This is an optimization exercise on Yosys and OpenROAD, whose aim is small area, not a production implementation.
In this exercise RTL edits were held to simulation tests only and were not proved equivalent to the original.
Power figures rest on the tool's default switching activity, not on a simulated workload.

===== design/flow/flow/run.sh =====
#!/bin/bash
# The standard layout (standard.sh, standard synthesis unchanged), with
# two changes:
# - every port still gets a buffer, but the smallest buffer cell (buf_1);
# - the clock tree uses clkbuf_4 buffers, sink clusters of up to 10 flops
#   within 50 um, and no dummy loads.
# The make output goes to standard_flow.log; ORFS keeps each step's log
# under orfs/logs/.
set -euo pipefail
export BUFFER_PORTS_ARGS="-buffer_cell sky130_fd_sc_hd__buf_1"
export CTS_ARGS="-sink_clustering_enable -repair_clock_nets -buf_list sky130_fd_sc_hd__clkbuf_4 -sink_clustering_size 10 -sink_clustering_max_diameter 50 -dont_use_dummy_load"
bash standard.sh > standard_flow.log 2>&1

===== design/flow/standard.sh =====
#!/bin/bash
# synth_recipe.tcl (not shown) runs the flow's synth.tcl, then flattens the netlist and writes it again
# the make line also repeats each setting of config.mk as NAME=value (left out here)
make -C /OpenROAD-flow-scripts/flow DESIGN_CONFIG=/design/flow/config.mk WORK_HOME=/design/flow/orfs CLKGATE_MAP_FILE= SYNTH_SCRIPT=/design/flow/synth_recipe.tcl "${@:-finish}"

===== design/flow/config.mk =====
export PLATFORM = sky130hd
export DESIGN_NAME = udp_stream_top
export DESIGN_NICKNAME = udp_stream_top
export VERILOG_FILES = /design/flow/design.v
export SDC_FILE = /design/flow/constraint.sdc
export NUM_CORES = 4
export LEC_CHECK = 0
export CAP_MARGIN = 20
export CORE_MARGIN = 2
export CORE_UTILIZATION = 70
export SLEW_MARGIN = 20

===== design/flow/constraint.sdc =====
create_clock -name core_clock -period 10.0 [get_ports {m00_axis_aclk}]
set_input_delay 2.0000 -clock core_clock [delete_from_list [all_inputs] [get_ports {m00_axis_aclk}]]
set_output_delay 2.0000 -clock core_clock [all_outputs]
set_load 0.01 [all_outputs]

===== design/flow/design.v =====
`default_nettype none
package udp_regs_pkg;
    typedef logic [31:0] reg_data_t;
    typedef logic [5:0]  reg_addr_t;
    typedef enum logic [5:0] {
        REG_SENT_COUNT = 6'h00,   
        REG_TIMER      = 6'h04,   
        REG_DELAY      = 6'h08,
        REG_DST_MAC_LO = 6'h0C,   
        REG_DST_MAC_HI = 6'h10,
        REG_SRC_IP     = 6'h14,
        REG_DST_IP     = 6'h18,
        REG_SRC_PORT   = 6'h1C,
        REG_DST_PORT   = 6'h20
    } reg_addr_e;
    localparam reg_data_t   DEF_DELAY   = 32'd10_000_000;
    localparam logic [47:0] DEF_DST_MAC = 48'hFFFF_FFFF_FFFF;   
    localparam reg_data_t   DEF_SRC_IP  = 32'hC0A8_0463;         
    localparam reg_data_t   DEF_DST_IP  = 32'hC0A8_0401;         
    localparam logic [15:0] DEF_PORT    = 16'hEAE5;              
endpackage
`default_nettype wire
`default_nettype none
package udp_frame_pkg;
    localparam int PAYLOAD_WORDS = 64;
    localparam int HDR_BYTES     = 42;
    localparam int FRAME_BYTES   = HDR_BYTES + 2 * PAYLOAD_WORDS;
    localparam int BEAT_BYTES    = 8;
    localparam int NUM_BEATS     = (FRAME_BYTES + BEAT_BYTES - 1) / BEAT_BYTES;
    localparam int LAST_BYTES = FRAME_BYTES % BEAT_BYTES;
    typedef logic [63:0] axis_data_t;
    typedef logic [7:0]  axis_keep_t;
    typedef logic [4:0]  beat_idx_t;
    localparam axis_keep_t LAST_KEEP =
        (LAST_BYTES == 0) ? 8'hFF : 8'((1 << LAST_BYTES) - 1);
    typedef logic [0:HDR_BYTES-1][7:0] hdr_bytes_t;
    typedef logic [47:0] mac_t;
    typedef logic [31:0] ip_addr_t;
    typedef logic [15:0] udp_port_t;
    localparam mac_t        SRC_MAC       = 48'h001A_2B3C_4D5E;
    localparam logic [15:0] ETH_TYPE_IPV4 = 16'h0800;
    localparam logic [7:0]  IP_VER_IHL    = 8'h45;       
    localparam logic [15:0] IP_ID         = 16'd1;
    localparam logic [15:0] IP_FLAGS      = 16'h4000;    
    localparam logic [7:0]  IP_TTL        = 8'd255;
    localparam logic [7:0]  IP_PROTO_UDP  = 8'd17;
    localparam logic [15:0] IP_TOTAL_LEN = 16'(28 + 2 * PAYLOAD_WORDS);
    localparam logic [15:0] UDP_LEN      = 16'(8 + 2 * PAYLOAD_WORDS);
    typedef enum logic {
        TX_IDLE,
        TX_SEND
    } tx_state_e;
endpackage
`default_nettype wire
`timescale 1ns/1ps
`default_nettype none
module udp_stream_top
(
    input  wire logic      m00_axis_aclk,
    input  wire logic      m00_axis_aresetn,
    input  wire logic      wr_valid,
    input  udp_regs_pkg::reg_addr_t      wr_addr,
    input  udp_regs_pkg::reg_data_t      wr_data,
    output logic           wr_ready,
    input  wire logic      rd_valid,
    input  udp_regs_pkg::reg_addr_t      rd_addr,
    output logic           rd_ready,
    output logic           rdata_valid,
    output udp_regs_pkg::reg_data_t      rdata,
    input  wire logic      rdata_ready,
    output logic           m00_axis_tvalid,
    output udp_frame_pkg::axis_data_t     m00_axis_tdata,
    output udp_frame_pkg::axis_keep_t     m00_axis_tkeep,
    output logic           m00_axis_tlast,
    input  wire logic      m00_axis_tready
);
    logic [31:0] pkt_delay;
    logic [47:0] dst_mac;
    logic [31:0] mac_lo_stage;
    logic [31:0] src_ip, dst_ip;
    logic [15:0] src_port, dst_port;
    logic [31:0] sent_count, timer_count;
    assign wr_ready = 1'b1;
    assign rd_ready = ~rdata_valid;
    always_ff @(posedge m00_axis_aclk or negedge m00_axis_aresetn) begin
        if (!m00_axis_aresetn) begin
            pkt_delay    <= udp_regs_pkg::DEF_DELAY;
            dst_mac      <= udp_regs_pkg::DEF_DST_MAC;
            mac_lo_stage <= udp_regs_pkg::DEF_DST_MAC[31:0];
            src_ip       <= udp_regs_pkg::DEF_SRC_IP;
            dst_ip       <= udp_regs_pkg::DEF_DST_IP;
            src_port     <= udp_regs_pkg::DEF_PORT;
            dst_port     <= udp_regs_pkg::DEF_PORT;
        end else if (wr_valid) begin
            case (wr_addr)
                udp_regs_pkg::REG_DELAY:      pkt_delay    <= wr_data;
                udp_regs_pkg::REG_DST_MAC_LO: mac_lo_stage <= wr_data;
                udp_regs_pkg::REG_DST_MAC_HI: dst_mac      <= {wr_data[15:0], mac_lo_stage};
                udp_regs_pkg::REG_SRC_IP:     src_ip       <= wr_data;
                udp_regs_pkg::REG_DST_IP:     dst_ip       <= wr_data;
                udp_regs_pkg::REG_SRC_PORT:   src_port     <= wr_data[15:0];
                udp_regs_pkg::REG_DST_PORT:   dst_port     <= wr_data[15:0];
                default: ;
            endcase
        end
    end
    logic        rd_take;
    logic [31:0] rd_value;
    assign rd_take = rd_valid & ~rdata_valid;
    always_comb begin
        case (rd_addr)
            udp_regs_pkg::REG_SENT_COUNT: rd_value = sent_count;
            udp_regs_pkg::REG_TIMER:      rd_value = timer_count;
            udp_regs_pkg::REG_DELAY:      rd_value = pkt_delay;
            udp_regs_pkg::REG_DST_MAC_LO: rd_value = dst_mac[31:0];
            udp_regs_pkg::REG_DST_MAC_HI: rd_value = {16'h0000, dst_mac[47:32]};
            udp_regs_pkg::REG_SRC_IP:     rd_value = src_ip;
            udp_regs_pkg::REG_DST_IP:     rd_value = dst_ip;
            udp_regs_pkg::REG_SRC_PORT:   rd_value = {16'h0000, src_port};
            udp_regs_pkg::REG_DST_PORT:   rd_value = {16'h0000, dst_port};
            default:                      rd_value = '0;
        endcase
    end
    always_ff @(posedge m00_axis_aclk or negedge m00_axis_aresetn) begin
        if (!m00_axis_aresetn) begin
            rdata_valid <= 1'b0;
        end else if (rd_take) begin
            rdata_valid <= 1'b1;
        end else if (rdata_ready) begin
            rdata_valid <= 1'b0;
        end
    end
    always_ff @(posedge m00_axis_aclk) begin
        if (rd_take) begin
            rdata <= rd_value;
        end
    end
    logic       start_pend, sending, expire, frame_start, beat_ack, beat_last, first_beat;
    logic [4:0] beat_idx;
    logic       timer_zero, timer_wrap;
    localparam logic [4:0] BEAT_FIRST = 5'd3;
    assign expire      = ~timer_zero && (timer_count == pkt_delay);
    assign frame_start = start_pend & ~sending;
    assign beat_ack    = sending & m00_axis_tready;
    logic [31:0] timer_next, sent_next;
    always_comb begin
        logic c, s;
        c = 1'b1;
        for (int i = 0; i < 32; i++) begin
            timer_next[i] = (timer_count[i] ^ c) & ~expire;
            c = c & timer_count[i];
        end
        timer_wrap = c;
        s = beat_ack & first_beat;
        for (int i = 0; i < 32; i++) begin
            sent_next[i] = sent_count[i] ^ s;
            s = s & sent_count[i];
        end
    end
    always_ff @(posedge m00_axis_aclk or negedge m00_axis_aresetn) begin
        if (!m00_axis_aresetn) begin
            timer_count <= '0;
            timer_zero  <= 1'b1;
            start_pend  <= 1'b0;
            sending     <= 1'b0;
            sent_count  <= '0;
        end else begin
            timer_count <= timer_next;
            timer_zero  <= expire | timer_wrap;   
            start_pend  <= expire | (start_pend & ~frame_start);
            if (frame_start)
                sending <= 1'b1;
            else if (beat_ack && beat_last)
                sending <= 1'b0;
            sent_count  <= sent_next;
        end
    end
    always_ff @(posedge m00_axis_aclk) begin
        if (frame_start)
            beat_idx <= BEAT_FIRST;
        else if (beat_ack)
            beat_idx <= beat_idx + 5'd1;   
    end
    logic [47:0] h_mac;
    logic [31:0] h_sip, h_dip;
    logic [15:0] h_sport, h_dport;
    always_ff @(posedge m00_axis_aclk) begin
        if (frame_start) begin
            h_mac   <= dst_mac;
            h_sip   <= src_ip;
            h_dip   <= dst_ip;
            h_sport <= src_port;
            h_dport <= dst_port;
        end
    end
    localparam logic [15:0] CS_K = 16'h84AF;
    logic [15:0] cs_a, cs_b, cs_c, cs_d;
    logic [15:0] s1, c1, s2, c2, s3, c3, x, y, r;
    logic [15:0] ip_csum, gk, pk;
    always_comb begin
        logic gp, pp;
        cs_a = h_sip[31:16]; cs_b = h_sip[15:0];
        cs_c = h_dip[31:16]; cs_d = h_dip[15:0];
        s1 = cs_a ^ cs_b ^ cs_c;
        c1 = (cs_a & cs_b) | (cs_a & cs_c) | (cs_b & cs_c);
        c1 = {c1[14:0], c1[15]};
        s2 = s1 ^ c1 ^ cs_d;
        c2 = (s1 & c1) | (s1 & cs_d) | (c1 & cs_d);
        c2 = {c2[14:0], c2[15]};
        s3 = s2 ^ c2 ^ CS_K;
        c3 = (s2 & c2) | (s2 & CS_K) | (c2 & CS_K);
        c3 = {c3[14:0], c3[15]};
        x = s3; y = c3;
        gp = 1'b0;
        pp = 1'b1;
        for (int i = 0; i < 16; i++) begin
            gk[i] = gp;
            pk[i] = pp;
            gp = (x[i] & y[i]) | ((x[i] ^ y[i]) & gp);
            pp = pp & (x[i] ^ y[i]);
        end
        for (int i = 0; i < 16; i++)
            r[i] = x[i] ^ y[i] ^ (gk[i] | (pk[i] & gp));
        ip_csum = ~r;
    end
    logic [63:0] beat_data;
    logic bsel0, bsel3, bsel4;
    assign bsel0 = (~beat_idx[4] & ~beat_idx[3] & ~beat_idx[2]);
    assign bsel3 = (~beat_idx[4] & ~beat_idx[3] & beat_idx[1] & ~beat_idx[0]);
    assign bsel4 = (~beat_idx[4] & ~beat_idx[3] & beat_idx[2] & beat_idx[1] & beat_idx[0]);
    assign beat_last = (beat_idx[4] & beat_idx[3]);
    assign beat_data[0] = (~beat_idx[4] & ~beat_idx[3] & ~beat_idx[1] & ~beat_idx[0]) | (bsel0 & h_mac[40]) | (bsel3 & ip_csum[8]) | (bsel4 & h_dip[8]);
    assign beat_data[1] = (~beat_idx[4] & ~beat_idx[3] & ~beat_idx[1] & ~beat_idx[0]) | (beat_idx[3] & beat_idx[0]) | (beat_idx[4] & beat_idx[0]) | (bsel0 & h_mac[41]) | (bsel3 & ip_csum[9]) | (bsel4 & h_dip[9]);
    assign beat_data[2] = (beat_idx[3] & ~beat_idx[1] & beat_idx[0]) | (beat_idx[3] & beat_idx[1] & ~beat_idx[0]) | (beat_idx[4] & ~beat_idx[1] & beat_idx[0]) | (beat_idx[4] & beat_idx[1] & ~beat_idx[0]) | (bsel0 & h_mac[42]) | (bsel3 & ip_csum[10]) | (bsel4 & h_dip[10]);
    assign beat_data[3] = (beat_idx[2] & ~beat_idx[1] & ~beat_idx[0]) | (beat_idx[4] & ~beat_idx[2] & beat_idx[0]) | (beat_idx[3] & ~beat_idx[2] & beat_idx[1]) | (~beat_idx[2] & ~beat_idx[1] & beat_idx[0]) | (beat_idx[4] & ~beat_idx[2] & beat_idx[1]) | (bsel0 & h_mac[43]) | (bsel3 & ip_csum[11]) | (bsel4 & h_dip[11]);
    assign beat_data[4] = (beat_idx[3] & beat_idx[2]) | (~beat_idx[3] & ~beat_idx[2] & ~beat_idx[1] & ~beat_idx[0]) | (beat_idx[3] & beat_idx[1]) | (beat_idx[3] & beat_idx[0]) | (bsel0 & h_mac[44]) | (bsel3 & ip_csum[12]) | (bsel4 & h_dip[12]);
    assign beat_data[5] = (beat_idx[4]) | (beat_idx[3] & beat_idx[1]) | (beat_idx[3] & beat_idx[0]) | (beat_idx[2] & ~beat_idx[1] & ~beat_idx[0]) | (bsel0 & h_mac[45]) | (bsel3 & ip_csum[13]) | (bsel4 & h_dip[13]);
    assign beat_data[6] = (beat_idx[3] & beat_idx[2]) | (beat_idx[4]) | (beat_idx[3] & beat_idx[1]) | (beat_idx[3] & beat_idx[0]) | (bsel0 & h_mac[46]) | (bsel3 & ip_csum[14]) | (bsel4 & h_dip[14]);
    assign beat_data[7] = (beat_idx[3] & beat_idx[2]) | (beat_idx[4]) | (beat_idx[3] & beat_idx[1]) | (beat_idx[3] & beat_idx[0]) | (bsel0 & h_mac[47]) | (bsel3 & ip_csum[15]) | (bsel4 & h_dip[15]);
    assign beat_data[8] = (bsel0 & h_mac[32]) | (bsel3 & ip_csum[0]) | (bsel4 & h_dip[0]);
    assign beat_data[9] = (bsel0 & h_mac[33]) | (bsel3 & ip_csum[1]) | (bsel4 & h_dip[1]);
    assign beat_data[10] = (~beat_idx[4] & ~beat_idx[3] & ~beat_idx[1]) | (bsel0 & h_mac[34]) | (bsel3 & ip_csum[2]) | (bsel4 & h_dip[2]);
    assign beat_data[11] = (~beat_idx[4] & ~beat_idx[3] & ~beat_idx[1]) | (bsel0 & h_mac[35]) | (bsel3 & ip_csum[3]) | (bsel4 & h_dip[3]);
    assign beat_data[12] = (~beat_idx[4] & ~beat_idx[3] & ~beat_idx[1]) | (bsel0 & h_mac[36]) | (bsel3 & ip_csum[4]) | (bsel4 & h_dip[4]);
    assign beat_data[13] = (~beat_idx[4] & ~beat_idx[3] & ~beat_idx[1] & ~beat_idx[0]) | (bsel0 & h_mac[37]) | (bsel3 & ip_csum[5]) | (bsel4 & h_dip[5]);
    assign beat_data[14] = (bsel0 & h_mac[38]) | (bsel3 & ip_csum[6]) | (bsel4 & h_dip[6]);
    assign beat_data[15] = (~beat_idx[4] & ~beat_idx[3] & ~beat_idx[1] & beat_idx[0]) | (bsel0 & h_mac[39]) | (bsel3 & ip_csum[7]) | (bsel4 & h_dip[7]);
    assign beat_data[16] = (~beat_idx[4] & ~beat_idx[3] & ~beat_idx[1] & ~beat_idx[0]) | (bsel0 & h_mac[24]) | (bsel3 & h_sip[24]) | (bsel4 & h_sport[8]);
    assign beat_data[17] = (beat_idx[3] & beat_idx[0]) | (beat_idx[4] & beat_idx[0]) | (bsel0 & h_mac[25]) | (bsel3 & h_sip[25]) | (bsel4 & h_sport[9]);
    assign beat_data[18] = (~beat_idx[4] & ~beat_idx[3] & ~beat_idx[1] & ~beat_idx[0]) | (beat_idx[3] & beat_idx[1]) | (beat_idx[4] & beat_idx[1]) | (bsel0 & h_mac[26]) | (bsel3 & h_sip[26]) | (bsel4 & h_sport[10]);
    assign beat_data[19] = (beat_idx[3] & beat_idx[2]) | (beat_idx[4] & beat_idx[2]) | (beat_idx[2] & ~beat_idx[1] & ~beat_idx[0]) | (bsel0 & h_mac[27]) | (bsel3 & h_sip[27]) | (bsel4 & h_sport[11]);
    assign beat_data[20] = (beat_idx[4] & ~beat_idx[3]) | (bsel0 & h_mac[28]) | (bsel3 & h_sip[28]) | (bsel4 & h_sport[12]);
    assign beat_data[21] = (bsel0 & h_mac[29]) | (bsel3 & h_sip[29]) | (bsel4 & h_sport[13]);
    assign beat_data[22] = (~beat_idx[4] & ~beat_idx[3] & ~beat_idx[1] & ~beat_idx[0]) | (bsel0 & h_mac[30]) | (bsel3 & h_sip[30]) | (bsel4 & h_sport[14]);
    assign beat_data[23] = (bsel0 & h_mac[31]) | (bsel3 & h_sip[31]) | (bsel4 & h_sport[15]);
    assign beat_data[24] = (~beat_idx[4] & ~beat_idx[3] & ~beat_idx[1] & beat_idx[0]) | (bsel0 & h_mac[16]) | (bsel3 & h_sip[16]) | (bsel4 & h_sport[0]);
    assign beat_data[25] = (~beat_idx[4] & ~beat_idx[3] & ~beat_idx[1] & ~beat_idx[0]) | (bsel0 & h_mac[17]) | (bsel3 & h_sip[17]) | (bsel4 & h_sport[1]);
    assign beat_data[26] = (~beat_idx[4] & ~beat_idx[3] & ~beat_idx[1] & ~beat_idx[0]) | (bsel0 & h_mac[18]) | (bsel3 & h_sip[18]) | (bsel4 & h_sport[2]);
    assign beat_data[27] = (~beat_idx[4] & ~beat_idx[3] & ~beat_idx[1] & ~beat_idx[0]) | (bsel0 & h_mac[19]) | (bsel3 & h_sip[19]) | (bsel4 & h_sport[3]);
    assign beat_data[28] = (~beat_idx[4] & ~beat_idx[3] & ~beat_idx[1] & ~beat_idx[0]) | (bsel0 & h_mac[20]) | (bsel3 & h_sip[20]) | (bsel4 & h_sport[4]);
    assign beat_data[29] = (bsel0 & h_mac[21]) | (bsel3 & h_sip[21]) | (bsel4 & h_sport[5]);
    assign beat_data[30] = (~beat_idx[4] & ~beat_idx[3] & ~beat_idx[1] & ~beat_idx[0]) | (bsel0 & h_mac[22]) | (bsel3 & h_sip[22]) | (bsel4 & h_sport[6]);
    assign beat_data[31] = (bsel0 & h_mac[23]) | (bsel3 & h_sip[23]) | (bsel4 & h_sport[7]);
    assign beat_data[32] = (beat_idx[4] & ~beat_idx[3]) | (~beat_idx[4] & beat_idx[3]) | (bsel0 & h_mac[8]) | (bsel3 & h_sip[8]) | (bsel4 & h_dport[8]);
    assign beat_data[33] = (beat_idx[4] & ~beat_idx[3] & ~beat_idx[0]) | (~beat_idx[4] & beat_idx[3] & ~beat_idx[0]) | (bsel0 & h_mac[9]) | (bsel3 & h_sip[9]) | (bsel4 & h_dport[9]);
    assign beat_data[34] = (beat_idx[4] & ~beat_idx[3] & ~beat_idx[1]) | (~beat_idx[4] & beat_idx[3] & ~beat_idx[1]) | (bsel0 & h_mac[10]) | (bsel3 & h_sip[10]) | (bsel4 & h_dport[10]);
    assign beat_data[35] = (~beat_idx[4] & ~beat_idx[3] & ~beat_idx[1] & ~beat_idx[0]) | (beat_idx[4] & ~beat_idx[3] & ~beat_idx[2]) | (~beat_idx[4] & beat_idx[3] & ~beat_idx[2]) | (bsel0 & h_mac[11]) | (bsel3 & h_sip[11]) | (bsel4 & h_dport[11]);
    assign beat_data[36] = (~beat_idx[4] & beat_idx[3]) | (bsel0 & h_mac[12]) | (bsel3 & h_sip[12]) | (bsel4 & h_dport[12]);
    assign beat_data[37] = (beat_idx[4] & ~beat_idx[3]) | (~beat_idx[4] & beat_idx[3]) | (bsel0 & h_mac[13]) | (bsel3 & h_sip[13]) | (bsel4 & h_dport[13]);
    assign beat_data[38] = (~beat_idx[1] & beat_idx[0]) | (beat_idx[4] & ~beat_idx[3]) | (~beat_idx[4] & beat_idx[3]) | (bsel0 & h_mac[14]) | (bsel3 & h_sip[14]) | (bsel4 & h_dport[14]);
    assign beat_data[39] = (beat_idx[4] & ~beat_idx[3]) | (~beat_idx[4] & beat_idx[3]) | (bsel0 & h_mac[15]) | (bsel3 & h_sip[15]) | (bsel4 & h_dport[15]);
    assign beat_data[40] = (bsel0 & h_mac[0]) | (bsel3 & h_sip[0]) | (bsel4 & h_dport[0]);
    assign beat_data[41] = (bsel0 & h_mac[1]) | (bsel3 & h_sip[1]) | (bsel4 & h_dport[1]);
    assign beat_data[42] = (bsel0 & h_mac[2]) | (bsel3 & h_sip[2]) | (bsel4 & h_dport[2]);
    assign beat_data[43] = (bsel0 & h_mac[3]) | (bsel3 & h_sip[3]) | (bsel4 & h_dport[3]);
    assign beat_data[44] = (bsel0 & h_mac[4]) | (bsel3 & h_sip[4]) | (bsel4 & h_dport[4]);
    assign beat_data[45] = (bsel0 & h_mac[5]) | (bsel3 & h_sip[5]) | (bsel4 & h_dport[5]);
    assign beat_data[46] = (bsel0 & h_mac[6]) | (bsel3 & h_sip[6]) | (bsel4 & h_dport[6]);
    assign beat_data[47] = (bsel0 & h_mac[7]) | (bsel3 & h_sip[7]) | (bsel4 & h_dport[7]);
    assign beat_data[48] = (beat_idx[4] & ~beat_idx[3]) | (~beat_idx[4] & beat_idx[3]) | (~beat_idx[4] & ~beat_idx[1]) | (bsel3 & h_dip[24]);
    assign beat_data[49] = (~beat_idx[1] & beat_idx[0]) | (beat_idx[4] & beat_idx[0]) | (beat_idx[3] & beat_idx[0]) | (bsel3 & h_dip[25]);
    assign beat_data[50] = (~beat_idx[4] & ~beat_idx[3] & ~beat_idx[1]) | (beat_idx[3] & beat_idx[1]) | (beat_idx[4] & beat_idx[1]) | (bsel3 & h_dip[26]);
    assign beat_data[51] = (beat_idx[3] & beat_idx[2]) | (beat_idx[4] & beat_idx[2]) | (beat_idx[2] & ~beat_idx[1] & beat_idx[0]) | (bsel3 & h_dip[27]);
    assign beat_data[52] = (~beat_idx[3] & ~beat_idx[1] & beat_idx[0]) | (beat_idx[4] & ~beat_idx[3]) | (bsel3 & h_dip[28]);
    assign beat_data[53] = (~beat_idx[4] & ~beat_idx[3] & ~beat_idx[1] & beat_idx[0]) | (bsel3 & h_dip[29]);
    assign beat_data[54] = (~beat_idx[4] & ~beat_idx[3] & ~beat_idx[1]) | (bsel3 & h_dip[30]);
    assign beat_data[55] = (~beat_idx[4] & ~beat_idx[3] & ~beat_idx[1] & beat_idx[0]) | (bsel3 & h_dip[31]);
    assign beat_data[56] = (~beat_idx[4] & ~beat_idx[3] & ~beat_idx[1] & beat_idx[0]) | (bsel3 & h_dip[16]);
    assign beat_data[57] = (~beat_idx[4] & ~beat_idx[3] & ~beat_idx[2]) | (bsel3 & h_dip[17]);
    assign beat_data[58] = (bsel3 & h_dip[18]);
    assign beat_data[59] = (~beat_idx[4] & ~beat_idx[3] & beat_idx[1] & beat_idx[0]) | (bsel3 & h_dip[19]);
    assign beat_data[60] = (~beat_idx[4] & ~beat_idx[3] & ~beat_idx[2]) | (~beat_idx[4] & ~beat_idx[3] & ~beat_idx[1] & beat_idx[0]) | (bsel3 & h_dip[20]);
    assign beat_data[61] = (bsel3 & h_dip[21]);
    assign beat_data[62] = (bsel3 & h_dip[22]);
    assign beat_data[63] = (~beat_idx[4] & ~beat_idx[3] & beat_idx[2] & beat_idx[1] & beat_idx[0]) | (bsel3 & h_dip[23]);
    assign first_beat = bsel0;
    assign m00_axis_tvalid = sending;
    assign m00_axis_tdata  = beat_data;
    assign m00_axis_tkeep  = beat_last ? 8'h03 : 8'hFF;
    assign m00_axis_tlast  = beat_last;
endmodule
`default_nettype wire

==> impl_metrics.json <==
{
  "gp_congestion": 0.9544,
  "hold_fix_buffers_at_cts": 0,
  "post_synth_inst_count": 1456,
  "die_w_um": 176.2,
  "cp-end-kind": "register",
  "cts_repair_resize_count": 0,
  "worst_slack_on_hold_paths_ps": 446.3,
  "critical_path_class": "reg -> reg",
  "regToRegSetupSlack_ps": 2000,
  "detailedPlacementHpwl_um": 40200,
  "ys_top_cells_by_area": "sky130_fd_sc_hd__edfxtp_1 (25%), sky130_fd_sc_hd__dfrtp_1 (18%), sky130_fd_sc_hd__dfstp_2 (16%)",
  "synth_top_area_cell": "sky130_fd_sc_hd__edfxtp_1",
  "detail_route.iter0.violations": 2111,
  "setup.worst_path.start": "beat_idx[3]",
  "pwr-share-clk_pct": 18.8,
  "synth_edf_count": 176,
  "synthesis.yosys.warnings": 1,
  "min_period_ps": 8000,
  "destination_of_the_critical_timing_path": "sent_count[31]",
  "synth_seq_cells": 457,
  "worst_endpoint_required_time_ps": 10620,
  "arrival_ps": 8620,
  "cts_root_cell": "sky130_fd_sc_hd__clkbuf_4",
  "timing.final.crit_share_pct": 80.00,
  "synth_area_um2": 20760,
  "fp.dieH_um": 176.2,
  "globalRouteOverflowTotal": 0,
  "cts_made_buffers": 53,
  "internal_power_mw": 2.809,
  "clock_tree.buffer_depth": 3,
  "r2r_end": "sent_count[31]",
  "ir_worst_vdd_v": 0.0001325,
  "final_antenna_net_count": 0,
  "comb_power_share_pct": 27.9,
  "timing_worst_slew_pin_value_ps": 1077,
  "slew_viol_final": 0,
  "cell_rows": 63,
  "critPathMaxFanout": 13,
  "dr_vias": 13700,
  "portBuffers": 155,
  "post-place-cells": 1951,
  "cts_num_sinks": 457,
  "cap_violations": 0,
  "vias_per_cell": 6.825,
  "drive_above_1_share_pct": 27.55,
  "post-cts-setup-buffers": 0,
  "setup.worst_path.start_class": "register",
  "timing.rr.start": "beat_idx[3]",
  "synthTopCellsByCount": "sky130_fd_sc_hd__mux2_2 (209), sky130_fd_sc_hd__edfxtp_1 (176), sky130_fd_sc_hd__dfrtp_1 (150)",
  "reg2regPathDepth": 36,
  "synth_top_area_share_pct": 25.45,
  "async_flop_share_pct": 60.39,
  "die_area_um2": 31060,
  "run_status": "timing/DRC/antenna clean",
  "final-setup-viol-count": 0,
  "drcViolationCount": 0,
  "timing.hold.worst.class": "reg -> reg",
  "final_net_count": 1800,
  "clk_latency_ps": 750,
  "slew_headroom_pct": 28.17,
  "cpMostUsedCell": "sky130_fd_sc_hd__ha_1",
  "worstHoldPathCells": 2,
  "switching_share_pct": 34.50,
  "route.final.wire_length_um": 58930,
  "leakagePower_nw": 9.635,
  "fmaxAchievable_ghz": 0.1250,
  "count_of_different_cell_masters_after_synthesis": 65,
  "commonest_register_cell_after_synthesis": "sky130_fd_sc_hd__edfxtp_1",
  "grt_use_total_pct": 38.84,
  "grt_first_pass_wirelength_um": 87240,
  "clk_pin_slew_worst_paths_ps": 110,
  "final-instance-count-excl-fill": 2007,
  "power.switching_mw": 1.480,
  "core_area_um2": 29400,
  "synth.most_common_cell": "sky130_fd_sc_hd__mux2_2",
  "initial_antenna_violation_count": 4,
  "fin_skew_ps": 116.5,
  "layout-area-overhead-vs-synth_pct": 7.153,
  "seq_area_frac_synth_pct": 59.96,
  "first_global_vias": 13630,
  "postSynthAreaPerCell_um2": 14.26,
  "grt_max_degree": 85,
  "final-hold-violation-count": 0,
  "routed_wire_length_per_instance_um": 29.36,
  "n_fill_cell": 1944,
  "starting_density_of_the_core_pct": 70.62,
  "cp_slowest_stage_delay_ps": 540,
  "cts_htree_levels": 2,
  "ios": 159,
  "power.share.sequential_pct": 53.3,
  "slowest_stage_cell_on_the_critical_path": "sky130_fd_sc_hd__dfxtp_1",
  "pwr_density_cell_nw_per_um2": 192.8,
  "grt_setup_unrepaired": "no",
  "tritoncts": "yes",
  "setup_tns_ps": 0,
  "drt-pass1-iter-count": 6
}
## power groups by stage
stage / logic [mW] / clock network [mW] / registers [mW]
6_report: 1.20 / 0.807 / 2.28
4_1_cts: 1.18 / 0.815 / 2.28
3_3_place_gp: 1.16 / 0 / 2.31
2_1_floorplan: 0.710 / 0 / 2.27
5_1_grt: 1.28 / 0.885 / 2.30
3_5_place_dp: 1.17 / 0 / 2.32
## cell families (layout without fill, tap and decap cells)
| kind of cell | after synthesis | in the layout | share of synthesized area (%) |
|---|---|---|---|
| flops | 457 | 457 | 59.96 |
| simple gates | 235 | 235 | 5.544 |
| compound gates | 229 | 229 | 9.099 |
| mux | 212 | 212 | 11.48 |
| buf+inv | 145 | 302 | 2.838 |
| fa+ha+maj | 133 | 133 | 9.208 |
| xor+xnor | 44 | 44 | 1.856 |
| other cells | 1 | 5 | 0.01806 |
## layout by cell type, fill, tap and decap left out, types with 7 or more instances in the layout
| master | netlist | final |
|---|---|---|
| sky130_fd_sc_hd__buf_4 | 9 | 27 |
| sky130_fd_sc_hd__nand2_1 | 87 | 86 |
| sky130_fd_sc_hd__fa_1 | 33 | 33 |
| sky130_fd_sc_hd__xor2_1 | 21 | 21 |
| sky130_fd_sc_hd__a22oi_1 | 19 | 19 |
| sky130_fd_sc_hd__xnor2_1 | 23 | 23 |
| sky130_fd_sc_hd__ha_1 | 100 | 100 |
| sky130_fd_sc_hd__buf_1 | 5 | 154 |
| sky130_fd_sc_hd__clkbuf_4 | 0 | 54 |
| sky130_fd_sc_hd__nand3_1 | 28 | 28 |
| sky130_fd_sc_hd__edfxtp_1 | 176 | 176 |
| sky130_fd_sc_hd__dfstp_2 | 126 | 126 |
| sky130_fd_sc_hd__mux2_2 | 209 | 209 |
| sky130_fd_sc_hd__a221o_1 | 8 | 8 |
| sky130_fd_sc_hd__nor2b_1 | 37 | 35 |
| sky130_fd_sc_hd__o21ai_0 | 21 | 21 |
| sky130_fd_sc_hd__a31oi_1 | 8 | 8 |
| sky130_fd_sc_hd__a21o_1 | 7 | 7 |
| sky130_fd_sc_hd__and3_1 | 7 | 7 |
| sky130_fd_sc_hd__nor2_1 | 36 | 30 |
| sky130_fd_sc_hd__a21oi_1 | 21 | 21 |
| sky130_fd_sc_hd__dfrtp_1 | 150 | 150 |
| sky130_fd_sc_hd__a221oi_1 | 35 | 35 |
| sky130_fd_sc_hd__inv_1 | 65 | 65 |
| sky130_fd_sc_hd__a222oi_1 | 60 | 60 |
| sky130_fd_sc_hd__a22o_1 | 17 | 17 |
| sky130_fd_sc_hd__nor4_1 | 8 | 7 |
| sky130_fd_sc_hd__nand4_1 | 7 | 7 |
## how the worst min path moves through the flow
stage                           start          end  slack [ps]
after floorplan             dst_ip[1]     h_dip[1]         440
after global placement      src_ip[4]     h_sip[4]         450
after detailed placement    src_ip[7]     h_sip[7]         450
after CTS                 beat_idx[0]  beat_idx[3]         410
after global routing      beat_idx[0]  beat_idx[3]         440
final                     beat_idx[0]  beat_idx[3]         450
## registers in the layout, indices dropped and copies added, names as in the netlist, 5 cells and up
register and cells:
dst_port 16, h_dport 16, pkt_delay 32, src_ip 32
mac_lo_stage 32, h_sip 32, rdata 32, beat_idx 5
dst_mac 48, timer_count 32, h_dip 32, src_port 16
sent_count 32, h_mac 48, dst_ip 32, h_sport 16
## worst max-delay path, delay by kind of cell, from the launching register on
| kind | cells | cell delay, ps |
|---|---|---|
| buffers and inverters | 2 | 640 |
| adder cells (fa/ha/maj) | 32 | 6340 |
| AND/OR/NAND/NOR | 1 | 210 |
| XOR/XNOR | 1 | 140 |
| flip-flops | 1 | 540 |
## area by class of cell
| class | instances | area (um2) | area share, % |
|---|---|---|---|
| clock buffer | 53 | 397.9 | 1.788 |
| timing repair buffer | 184 | 827.0 | 3.717 |
| inverter | 65 | 244.0 | 1.097 |
| multi-input combinational | 856 | 7838 | 35.23 |
| sequential | 457 | 12450 | 55.96 |
| tap | 390 | 488.0 | 2.193 |
| antenna | 2 | 5.005 | 0.02249 |
## metrics by stage
stage / area [um2] / total power [mW] / setup slack (ps) / utilization, %
2_1_floorplan: 20770 / 2.980 / 2316 / -
3_3_place_gp: 21810 / 3.462 / 1709 / 74.18
3_5_place_dp: 21810 / 3.490 / 1458 / 74.18
4_1_cts: 22210 / 4.273 / 2070 / 75.53
5_1_grt: 22250 / 4.465 / 1624 / 75.66
6_report: 22250 / 4.289 / 2000 / 75.67
## per-layer routing
metal | vias up | global-route usage (%) | wire [um]
li1 | 5767 | - | -
met1 | 6894 | 56.70 | 23710
met2 | 869 | 58.19 | 26210
met3 | 166 | 8.742 | 6529
met4 | 2 | 14.15 | 2466
met5 | - | 0.6410 | 13

[static timing again, ports no longer ideal]
Ports are ideal in the flow. The routed layout listed here was re-timed in OpenROAD. Step 1 (the two cells are an assumption about what drives the block):
set clk [get_ports {m00_axis_aclk}]
set_driving_cell -lib_cell sky130_fd_sc_hd__clkbuf_16 $clk
set_driving_cell -lib_cell sky130_fd_sc_hd__buf_2 [delete_from_list [all_inputs] $clk]
Step 2 times the ports against the registers' clock, not the clock port: input delays grow and output delays shrink by t, the midpoint of the rising clock arrivals with the driver on. a / b / c = no drivers / after step 1 / after step 2; a / b = the first two.
shift t [ns]: 0.745
setup slack, ns: 2.000 / 2.000 / 1.454
slew at the worst register clock pin (ns): 0.11 / 0.11
worst data-port slew with drivers (ns): 0.10
After both steps this run still meets setup and hold. For this run, drivers alone change the setup slack by 0.000 ns; drivers and shift together by -0.546 ns.
